Background: an optimization exercise with open tools, aiming at small area, a short achievable clock period and few clock cycles per item. Do not read the settings as production practice. At most, simulation tests tie the RTL to the original design; equivalence was not proved. Power and IR drop assume default switching activity.

// fat_dir_entry_name_decoder_core
module fat_dir_entry_name_decoder_core #(
    parameter int NAME_CAPACITY = 64
) (
    input  logic                           aclk,
    input  logic                           aresetn,
    input  logic                           s_tvalid,
    output logic                           s_tready,
    input  logic [fdn_pkg::IN_TDATA_W-1:0] s_tdata,
    output logic                            m_tvalid,
    input  logic                            m_tready,
    output logic [fdn_pkg::OUT_TDATA_W-1:0] m_tdata,
    output logic                            m_tlast
);
Size: ~1900 cells after synthesis, about 360 I/O pins.
export LEC_CHECK = 0
export ABC_CLOCK_PERIOD_IN_PS = 3300
export CAP_MARGIN = 20
export CORE_MARGIN = 2
export CORE_UTILIZATION = 40
export CTS_CLUSTER_DIAMETER = 90
export CTS_CLUSTER_SIZE = 25
export SETUP_SLACK_MARGIN = 2.8
export SLEW_MARGIN = 20
create_clock -name core_clock -period 6.0 [get_ports {aclk}]
standard.sh (not shown) runs the stock make flow with config.mk's settings and CLKGATE_MAP_FILE= SYNTH_SCRIPT=/design/flow/synth_recipe.tcl, a recipe that flattens the netlist after the stock synthesis.
==> flow/flow/run.sh <==
#!/bin/bash
# The standard layout, with the port buffers that buffer_ports inserts made
# plain buffers (sky130_fd_sc_hd__buf_1) instead of the cell it picks by itself.
# Everything else is the standard flow, run through the standard.sh.
set -euo pipefail
export BUFFER_PORTS_ARGS="-buffer_cell sky130_fd_sc_hd__buf_1"
bash standard.sh > standard_flow.log 2>&1
The first run produced a clean layout.
Testbench counts at the start, summed over its fixed seeds: cycles 14,449, entries 2,409.
Next try:
--- a/flow/design.v
+++ b/flow/design.v
@@ -74,43 +74,45 @@
     end
 endmodule
 import fdn_pkg::*;
 module fdn_name_ram (
     input  logic                clk,
     input  logic                clear,
     input  logic [SLOTS-1:0]    wr_en,
     input  logic [12:0][7:0]    wr_unit,      
     input  logic [5:0]          rd_addr,
     output logic [7:0]          rd_ahead,     
     output logic [7:0]          slot0,
-    output logic [7:0]          slot1
+    output logic [7:0]          slot1,
+    output logic [7:0]          slot2
 );
     logic [SLOTS-1:0][7:0] mem;
     logic [12:0][7:0]      wr_data;
     always_comb begin
         for (int u = 0; u < UNITS_PER_ENTRY; u++) begin
             wr_data[u] = clear ? 8'h00 : wr_unit[u];
         end
     end
     always_ff @(posedge clk) begin
         for (int p = 0; p < SLOTS; p++) begin
             if (wr_en[p] || clear) begin
                 mem[p] <= wr_data[p % UNITS_PER_ENTRY];
             end
         end
     end
     logic [63:0][7:0] mem_ahead;
-    assign mem_ahead = {24'h000000, mem[SLOTS-1:2]};
+    assign mem_ahead = {32'h00000000, mem[SLOTS-1:3]};
     assign rd_ahead  = mem_ahead[rd_addr];
     assign slot0     = mem[0];
     assign slot1     = mem[1];
+    assign slot2     = mem[2];
 endmodule
 import fdn_pkg::*;
 module fat_dir_entry_name_decoder_core #(
     parameter int NAME_CAPACITY = 64
 ) (
     input  logic                           aclk,
     input  logic                           aresetn,
     input  logic                           s_tvalid,
     output logic                           s_tready,
     input  logic [fdn_pkg::IN_TDATA_W-1:0] s_tdata,
     output logic                            m_tvalid,
@@ -127,22 +129,23 @@
     logic       pre_done_reg;     
     logic       peek_reg;         
     logic        ob_valid_reg;
     logic        long_reg;        
     logic        eod_reg;
     logic [5:0]  pos_reg;
     logic [5:0]  lima_reg;        
     logic [5:0]  limb_reg;
     logic [7:0]  char_reg;        
     logic        last_reg;        
     logic [7:0]  nxt_reg;         
+    logic [7:0]  nxt2_reg;        
     logic        isdir_reg;
     logic [31:0] size_reg;
     logic [31:0] clus_reg;
     logic [31:0][7:0] b;
     logic             new_dir;
     logic [7:0]       b0;
     logic [7:0]       attr;
     logic [4:0]       seq;
     logic             is_end, is_del, is_lfn, is_vis;
     logic             drop;
     logic             pending_eff;
@@ -225,37 +228,39 @@
     logic act;        
     logic load;       
     logic clear;
     assign s_fire = s_tvalid & s_tready;
     assign act    = s_fire & ~drop;
     assign load   = act & (is_end | is_vis);
     assign clear  = ~aresetn | (s_tvalid & new_dir & ~pre_done_reg & ~long_busy);
     logic [SLOTS-1:0] wr_en;
     logic [7:0]       rd_ahead;
     logic [7:0]       slot0;
     logic [7:0]       slot1;
+    logic [7:0]       slot2;
     always_comb begin
         for (int p = 0; p < SLOTS; p++) begin
             wr_en[p] = act && is_lfn && (seq == 5'(p / UNITS_PER_ENTRY + 1)) &&
                        unit_ok[p % UNITS_PER_ENTRY];
         end
     end
     fdn_name_ram u_name_ram (
         .clk      (aclk),
         .clear    (clear),
         .wr_en    (wr_en),
         .wr_unit  (unit_lo),
         .rd_addr  (pos_reg),
         .rd_ahead (rd_ahead),
         .slot0    (slot0),
-        .slot1    (slot1)
+        .slot1    (slot1),
+        .slot2    (slot2)
     );
     logic [7:0] sn_first;
     logic       sn_first_last;
     logic [7:0] sn_next;
     logic       sn_next_last;
     fdn_short_name u_short_name (
         .clk        (aclk),
         .load       (load),
         .name_bytes (b[10:0]),
         .step       (adv & ~long_reg),
         .first_char (sn_first),
@@ -300,41 +305,43 @@
             peek_reg     <= s_tvalid & ~s_fire & harmless;
         end
     end
     always_ff @(posedge aclk) begin
         if (load) begin
             pos_reg   <= '0;
             long_reg  <= ~is_end & pending_eff;
             eod_reg   <= is_end;
             lima_reg  <= len_fold;
             limb_reg  <= nlen;
             nxt_reg   <= slot1;
+            nxt2_reg  <= slot2;
             isdir_reg <= ~is_end & attr[4];
             size_reg  <= is_end ? 32'd0 : {b[31], b[30], b[29], b[28]};
             clus_reg  <= is_end ? 32'd0 : {b[21], b[20], b[27], b[26]};
             if (is_end) begin
                 char_reg <= 8'h00;
                 last_reg <= 1'b1;
             end else if (pending_eff) begin
                 char_reg <= len_zero ? 8'h00 : slot0;
                 last_reg <= len_le1 || (slot0 == 8'h00) || (slot1 == 8'h00);
             end else begin
                 char_reg <= sn_first;
                 last_reg <= sn_first_last;
             end
         end else if (adv) begin
             pos_reg <= pos_reg + 6'd1;
             if (long_reg) begin
                 char_reg <= nxt_reg;
-                nxt_reg  <= rd_ahead;
+                nxt_reg  <= nxt2_reg;
+                nxt2_reg <= rd_ahead;
                 last_reg <= ((7'(pos_reg) + 7'd2 >= 7'(lima_reg)) &&
-                             (7'(pos_reg) + 7'd2 >= 7'(limb_reg))) || (rd_ahead == 8'h00);
+                             (7'(pos_reg) + 7'd2 >= 7'(limb_reg))) || (nxt2_reg == 8'h00);
             end else begin
                 char_reg <= sn_next;
                 last_reg <= sn_next_last;
             end
         end
     end
     assign m_tvalid = ob_valid_reg;
     assign m_tlast  = last_reg;
     assign m_tdata  = {7'd0, eod_reg, clus_reg, size_reg, isdir_reg, long_reg, pos_reg, char_reg};
 endmodule
Outcome: Worst setup slack loses 13 ps; clock power hardly moves; clock skew stays flat; synthesized area climbs by 0.59%; non-clock buffer count went down by 9; final area goes down by 0.66%; core utilization drops by 0.46 points; via count rose by 1.0%; worst hold slack gets better by 65 ps; synthesized cell count climbs by 4.9%; sequential cell count grows by 8; total power barely changes.
Testbench counts after the change, summed over its fixed seeds: cycles 14,449, entries 2,409.

---

Another version of the RTL of fat_dir_entry_name_decoder_core (not shown whole).
Size in the first run: roughly 2100 cells after synthesis, roughly 710 flip-flops, about 360 I/O pins, ~31000 µm² of cells after synthesis.
Settings: LEC_CHECK=0, ABC_CLOCK_PERIOD_IN_PS=3300, CAP_MARGIN=20, CORE_MARGIN=2, CORE_UTILIZATION=40, CTS_CLUSTER_DIAMETER=100, CTS_CLUSTER_SIZE=30, SETUP_SLACK_MARGIN=2.8, SLEW_MARGIN=20; clock period 6.0 ns.
Scripts as last shown in full above: flow/flow/run.sh
Testbench counts at the start, summed over its fixed seeds: cycles 14,449, entries 2,409.
Edit:
--- a/flow/design.v
+++ b/flow/design.v
@@ -54,24 +54,25 @@
             next_last = (ext_reg[1] == BYTE_SPACE) || (ext_reg[1] == 8'h00);
         end
     end
     always_ff @(posedge clk) begin
         if (load) begin
             stem_reg    <= name_bytes[7:1];
             ext_reg     <= name_bytes[10:8];
             has_ext_reg <= has_ext;
             in_ext_reg  <= (name_bytes[0] == BYTE_SPACE);
         end else if (step) begin
-            stem_reg <= {BYTE_SPACE, stem_reg[6:1]};
             if (!in_ext_reg) begin
                 if (stem_reg[0] == BYTE_SPACE) begin
                     in_ext_reg <= 1'b1;
+                end else begin
+                    stem_reg <= {BYTE_SPACE, stem_reg[6:1]};
                 end
             end else begin
                 ext_reg <= {BYTE_SPACE, ext_reg[2:1]};
             end
         end
     end
 endmodule
 import fdn_pkg::*;
 module fdn_name_ram (
     input  logic                clk,
@@ -135,32 +136,33 @@
     logic        last_reg;        
     logic [7:0]  nxt_reg;         
     logic        isdir_reg;
     logic [31:0] size_reg;
     logic [31:0] clus_reg;
     logic [31:0][7:0] b;
     logic             new_dir;
     logic [7:0]       b0;
     logic [7:0]       attr;
     logic [4:0]       seq;
-    logic             is_end, is_del, is_lfn, is_vis;
+    logic             is_end, is_del, is_lfn, is_skip, is_vis;
     logic             drop;
     logic             pending_eff;
     assign b       = s_tdata[ENTRY_W-1:0];
     assign new_dir = s_tdata[NEW_DIR_BIT];
     assign b0      = b[0];
     assign attr    = b[11];
     assign seq     = b0[4:0];
     assign is_end  = (b0 == BYTE_END);
-    assign is_del  = (b0 == BYTE_DELETED);
+    assign is_del  = !is_end && (b0 == BYTE_DELETED);
     assign is_lfn  = !is_end && !is_del && (attr == ATTR_LONG);
-    assign is_vis  = !is_end && !is_del && (b0 != BYTE_DOT) && !attr[3];
+    assign is_skip = !is_end && !is_del && !is_lfn && (attr[3] || (b0 == BYTE_DOT));
+    assign is_vis  = !is_end && !is_del && !is_lfn && !is_skip;
     assign drop        = ended_reg & ~new_dir;
     assign pending_eff = pending_reg & ~new_dir;
     logic [12:0][7:0] unit_lo;
     logic [12:0]      unit_ok;      
     logic [3:0]       n_units;      
     logic             seq_in;       
     assign seq_in = (seq != 5'd0) && (seq <= 5'd5);
     always_comb begin
         logic        run;
         logic [15:0] u16;
@@ -210,21 +212,21 @@
         if (long_busy) begin
             case (seq)
                 5'd1: lfn_safe = (pos_reg >= 6'd13);
                 5'd2: lfn_safe = (pos_reg >= 6'd26) || (lima_reg <= 6'd13 && limb_reg <= 6'd13);
                 5'd3: lfn_safe = (pos_reg >= 6'd39) || (lima_reg <= 6'd26 && limb_reg <= 6'd26);
                 5'd4: lfn_safe = (pos_reg >= 6'd52) || (lima_reg <= 6'd39 && limb_reg <= 6'd39);
                 5'd5: lfn_safe = (lima_reg <= 6'd52 && limb_reg <= 6'd52);
                 default: lfn_safe = 1'b1;
             endcase
         end
-        harmless = !new_dir && (drop || (!is_end && !is_vis && (!is_lfn || lfn_safe)));
+        harmless = !new_dir && (drop || is_del || is_skip || (is_lfn && lfn_safe));
     end
     assign s_tready = (player_free & (~new_dir | pre_done_reg)) | peek_reg;
     logic s_fire;
     logic act;        
     logic load;       
     logic clear;
     assign s_fire = s_tvalid & s_tready;
     assign act    = s_fire & ~drop;
     assign load   = act & (is_end | is_vis);
     assign clear  = ~aresetn | (s_tvalid & new_dir & ~pre_done_reg & ~long_busy);
@@ -295,28 +297,28 @@
                 nlen_reg <= nlen;
             end
             ob_valid_reg <= load | (ob_valid_reg & ~fin);
             pre_done_reg <= (pre_done_reg | (s_tvalid & new_dir & ~long_busy)) & ~s_fire;
             peek_reg     <= s_tvalid & ~s_fire & harmless;
         end
     end
     always_ff @(posedge aclk) begin
         if (load) begin
             pos_reg   <= '0;
-            long_reg  <= ~is_end & pending_eff;
+            long_reg  <= is_vis & pending_eff;
             eod_reg   <= is_end;
             lima_reg  <= len_fold;
             limb_reg  <= nlen;
             nxt_reg   <= slot1;
-            isdir_reg <= ~is_end & attr[4];
-            size_reg  <= is_end ? 32'd0 : {b[31], b[30], b[29], b[28]};
-            clus_reg  <= is_end ? 32'd0 : {b[21], b[20], b[27], b[26]};
+            isdir_reg <= is_vis & attr[4];
+            size_reg  <= is_vis ? {b[31], b[30], b[29], b[28]} : 32'd0;
+            clus_reg  <= is_vis ? {b[21], b[20], b[27], b[26]} : 32'd0;
             if (is_end) begin
                 char_reg <= 8'h00;
                 last_reg <= 1'b1;
             end else if (pending_eff) begin
                 char_reg <= len_zero ? 8'h00 : slot0;
                 last_reg <= len_le1 || (slot0 == 8'h00) || (slot1 == 8'h00);
             end else begin
                 char_reg <= sn_first;
                 last_reg <= sn_first_last;
             end
The new run completed without violations. Routed wire length fell by about 3.2%. Worst setup slack improves by 0.019 ns. Cell area fell by 1.6%. Fmax rose by about 0.6%. Hold slack improves by 0.0091 ns. First-iteration DRC count rose by 3.7%. Clock power rose by about 7%. Core utilization fell by 0.23 points. Via count fell by about 1.8%. Combinational power hardly moves. Count of clock-buffer cells in the layout rose by 1. Synthesized cell count fell by 0.38%. Die area fell by 0.35%.
Testbench counts after the change, summed over its fixed seeds: cycles 14,449, entries 2,409.

---

## red
fat_dir_entry_name_decoder_core, a different RTL version from the one above (not shown whole).
For scale: roughly 2000 cells after synthesis, roughly 360 I/O pins, ~0.030 mm2 of cells after synthesis.
Settings: LEC_CHECK=0, ABC_CLOCK_PERIOD_IN_PS=3300, CAP_MARGIN=20, CORE_MARGIN=2, CORE_UTILIZATION=40, SETUP_SLACK_MARGIN=2.7, SLEW_MARGIN=20; clock period 6.0 ns.
run.sh (not shown) runs the stock make flow with config.mk's settings and CLKGATE_MAP_FILE= SYNTH_SCRIPT=/design/flow/synth_recipe.tcl, a recipe that flattens the netlist after the stock synthesis.
Stock flow here: none of the scripts above is used.
--- input diff red..blue ---
--- a/flow/design.v
+++ b/flow/design.v
@@ -113,20 +113,19 @@
     input  logic                           s_tvalid,
     output logic                           s_tready,
     input  logic [fdn_pkg::IN_TDATA_W-1:0] s_tdata,
     output logic                            m_tvalid,
     input  logic                            m_tready,
     output logic [fdn_pkg::OUT_TDATA_W-1:0] m_tdata,
     output logic                            m_tlast
 );
     logic [5:0] len_reg;
-    logic [3:0] nu_reg;           
-    logic [2:0] nseq_reg;         
+    logic [5:0] nlen_reg;         
     logic       pending_reg;
     logic       ended_reg;
     logic       pre_done_reg;     
     logic       peek_reg;         
     logic        ob_valid_reg;
     logic        long_reg;        
     logic        eod_reg;
     logic [5:0]  pos_reg;
     logic [5:0]  lim_reg;         
@@ -153,54 +152,51 @@
     assign is_del  = !is_end && (b0 == BYTE_DELETED);
     assign is_lfn  = !is_end && !is_del && (attr == ATTR_LONG);
     assign is_skip = !is_end && !is_del && !is_lfn && (attr[3] || (b0 == BYTE_DOT));
     assign is_vis  = !is_end && !is_del && !is_lfn && !is_skip;
     assign drop        = ended_reg & ~new_dir;
     assign pending_eff = pending_reg & ~new_dir;
     logic [12:0][7:0] unit_lo;
     logic [12:0]      unit_ok;      
     logic [3:0]       n_units;      
-    logic             seq_in;       
-    assign seq_in = (seq != 5'd0) && (seq <= 5'd5);
+    logic [5:0]       end_in;       
     always_comb begin
         logic        run;
         logic [15:0] u16;
         run = 1'b1;
         n_units = '0;
         for (int u = 0; u < UNITS_PER_ENTRY; u++) begin
             u16 = {b[UNIT_OFFSET[u*5 +: 5] + 1], b[UNIT_OFFSET[u*5 +: 5]]};
             unit_lo[u] = u16[7:0];
             if (u16 == 16'h0000 || u16 == 16'hFFFF) run = 1'b0;
             if (u >= 11 && seq == 5'd5) run = 1'b0;
             unit_ok[u] = run;
             if (run) n_units = 4'(u + 1);
         end
+        if (n_units == 4'd0) begin
+            end_in = 6'd0;
+        end else begin
+            case (seq)
+                5'd1:    end_in = 6'(n_units);
+                5'd2:    end_in = 6'd13 + 6'(n_units);
+                5'd3:    end_in = 6'd26 + 6'(n_units);
+                5'd4:    end_in = 6'd39 + 6'(n_units);
+                5'd5:    end_in = 6'd52 + 6'(n_units);
+                default: end_in = 6'd0;
+            endcase
+        end
     end
-    logic [5:0] nbase;
-    logic [5:0] nlen;
-    logic       nlen_zero;
     logic [5:0] len_cur;
     logic       len_zero;
     logic       len_le1;
-    always_comb begin
-        case (nseq_reg)
-            3'd1:    nbase = 6'd0;
-            3'd2:    nbase = 6'd13;
-            3'd3:    nbase = 6'd26;
-            3'd4:    nbase = 6'd39;
-            default: nbase = 6'd52;
-        endcase
-    end
-    assign nlen_zero = (nseq_reg == 3'd0) || (nu_reg == 4'd0);
-    assign nlen      = nlen_zero ? 6'd0 : nbase + 6'(nu_reg);
-    assign len_cur   = (nlen > len_reg) ? nlen : len_reg;
-    assign len_zero  = (len_reg == 6'd0) && nlen_zero;
-    assign len_le1   = (len_reg <= 6'd1) && (nlen_zero || (nseq_reg == 3'd1 && nu_reg == 4'd1));
+    assign len_cur  = (nlen_reg > len_reg) ? nlen_reg : len_reg;
+    assign len_zero = (len_reg == 6'd0) && (nlen_reg == 6'd0);
+    assign len_le1  = (len_reg <= 6'd1) && (nlen_reg <= 6'd1);
     logic       take, adv, fin, player_free;
     logic       long_busy;
     assign take        = ob_valid_reg & m_tready;
     assign adv         = take & ~last_reg;
     assign fin         = take & last_reg;
     assign player_free = ~ob_valid_reg | fin;
     assign long_busy   = ob_valid_reg & long_reg & ~last_reg;
     logic lfn_safe;
     logic harmless;
@@ -258,38 +254,35 @@
         .step       (adv & ~long_reg),
         .first_char (sn_first),
         .first_last (sn_first_last),
         .next_char  (sn_next),
         .next_last  (sn_next_last)
     );
     always_ff @(posedge aclk) begin
         if (!aresetn) begin
             len_reg      <= '0;
-            nu_reg       <= '0;
-            nseq_reg     <= '0;
+            nlen_reg     <= '0;
             pending_reg  <= 1'b0;
             ended_reg    <= 1'b0;
             ob_valid_reg <= 1'b0;
             pre_done_reg <= 1'b0;
             peek_reg     <= 1'b0;
         end else begin
             if (act) begin
                 if (is_lfn) begin
                     pending_reg <= 1'b1;
                     len_reg     <= new_dir ? 6'd0 : len_cur;
-                    nu_reg      <= n_units;
-                    nseq_reg    <= seq_in ? seq[2:0] : 3'd0;
+                    nlen_reg    <= end_in;
                     ended_reg   <= 1'b0;
                 end else begin
                     pending_reg <= 1'b0;
                     len_reg     <= '0;
-                    nu_reg      <= '0;
-                    nseq_reg    <= '0;
+                    nlen_reg    <= '0;
                     ended_reg   <= is_end;
                 end
             end
             ob_valid_reg <= load | (ob_valid_reg & ~fin);
             pre_done_reg <= (pre_done_reg | (s_tvalid & new_dir & ~long_busy)) & ~s_fire;
             peek_reg     <= s_tvalid & ~s_fire & harmless;
         end
     end
     always_ff @(posedge aclk) begin
Results
- STATUS placed wire-length estimate: blue wins against red
- Relative to red, the depth of the critical timing path with buffers and inverters included of blue is lower by 3.
- Higher first-iteration DRC count among red and blue: blue
- blue vs red, post-route clock period utilization went up by 2.0 points.
- Compared blue vs red, and synthesized cell count is up in blue.
- The worst setup path endpoint comes out nlen_reg[4] in one run and len_reg[0] in the other, namely in blue and red respectively.
- blue against red: number of levels the H-tree was split into closely matched the old numbers, power increased by 0.10 mW relative to the old numbers, first-pass GRT wire length decreased by 4900 um relative to the old numbers, post-synthesis share of cell area spent on full adders, half adders and majority gates increased by 0.30 points relative to the old numbers, full die area increased by 0.35% relative to the old numbers.
- Synthesized area sits higher in blue than in red.
Function was not checked in any run of this note: the RTL went through the layout flow alone.

[re-timing with driven ports]
How much do the figures lean on ideal ports? The routed layouts below were timed once more, with nothing changed but the port constraints. Step 1 assumes that a clkbuf_16 drives the clock port and a buf_2 every other input. Step 2, shift: input delay + t, output delay - t, t = (earliest + latest rising clock arrival at the registers) / 2. This alone moves slack from input paths to output paths. Three values: no drivers, after step 1, after step 2; two values: the first two.
run | shift t [ns] | setup WS [ns] | worst setup path at the end
the first run of note 1 | 0.645 | 2.776 / 2.776 / 2.191 | input to register
the second run of note 1 | 0.649 | 2.763 / 2.789 / 2.140 | input to register
the first run of note 2 | 0.704 | 2.721 / 2.721 / 2.124 | input to register
the second run of note 2 | 0.690 | 2.739 / 2.708 / 2.018 | input to register
red | 0.679 | 2.543 / 2.543 / 2.048 | input to register
blue | 0.676 | 2.424 / 2.455 / 1.779 | input to register
After both steps setup and hold are still met in every run listed. The setup slack of the second run of note 2, which loses most, moves by -0.031 ns with the drivers and by -0.721 ns with both steps.
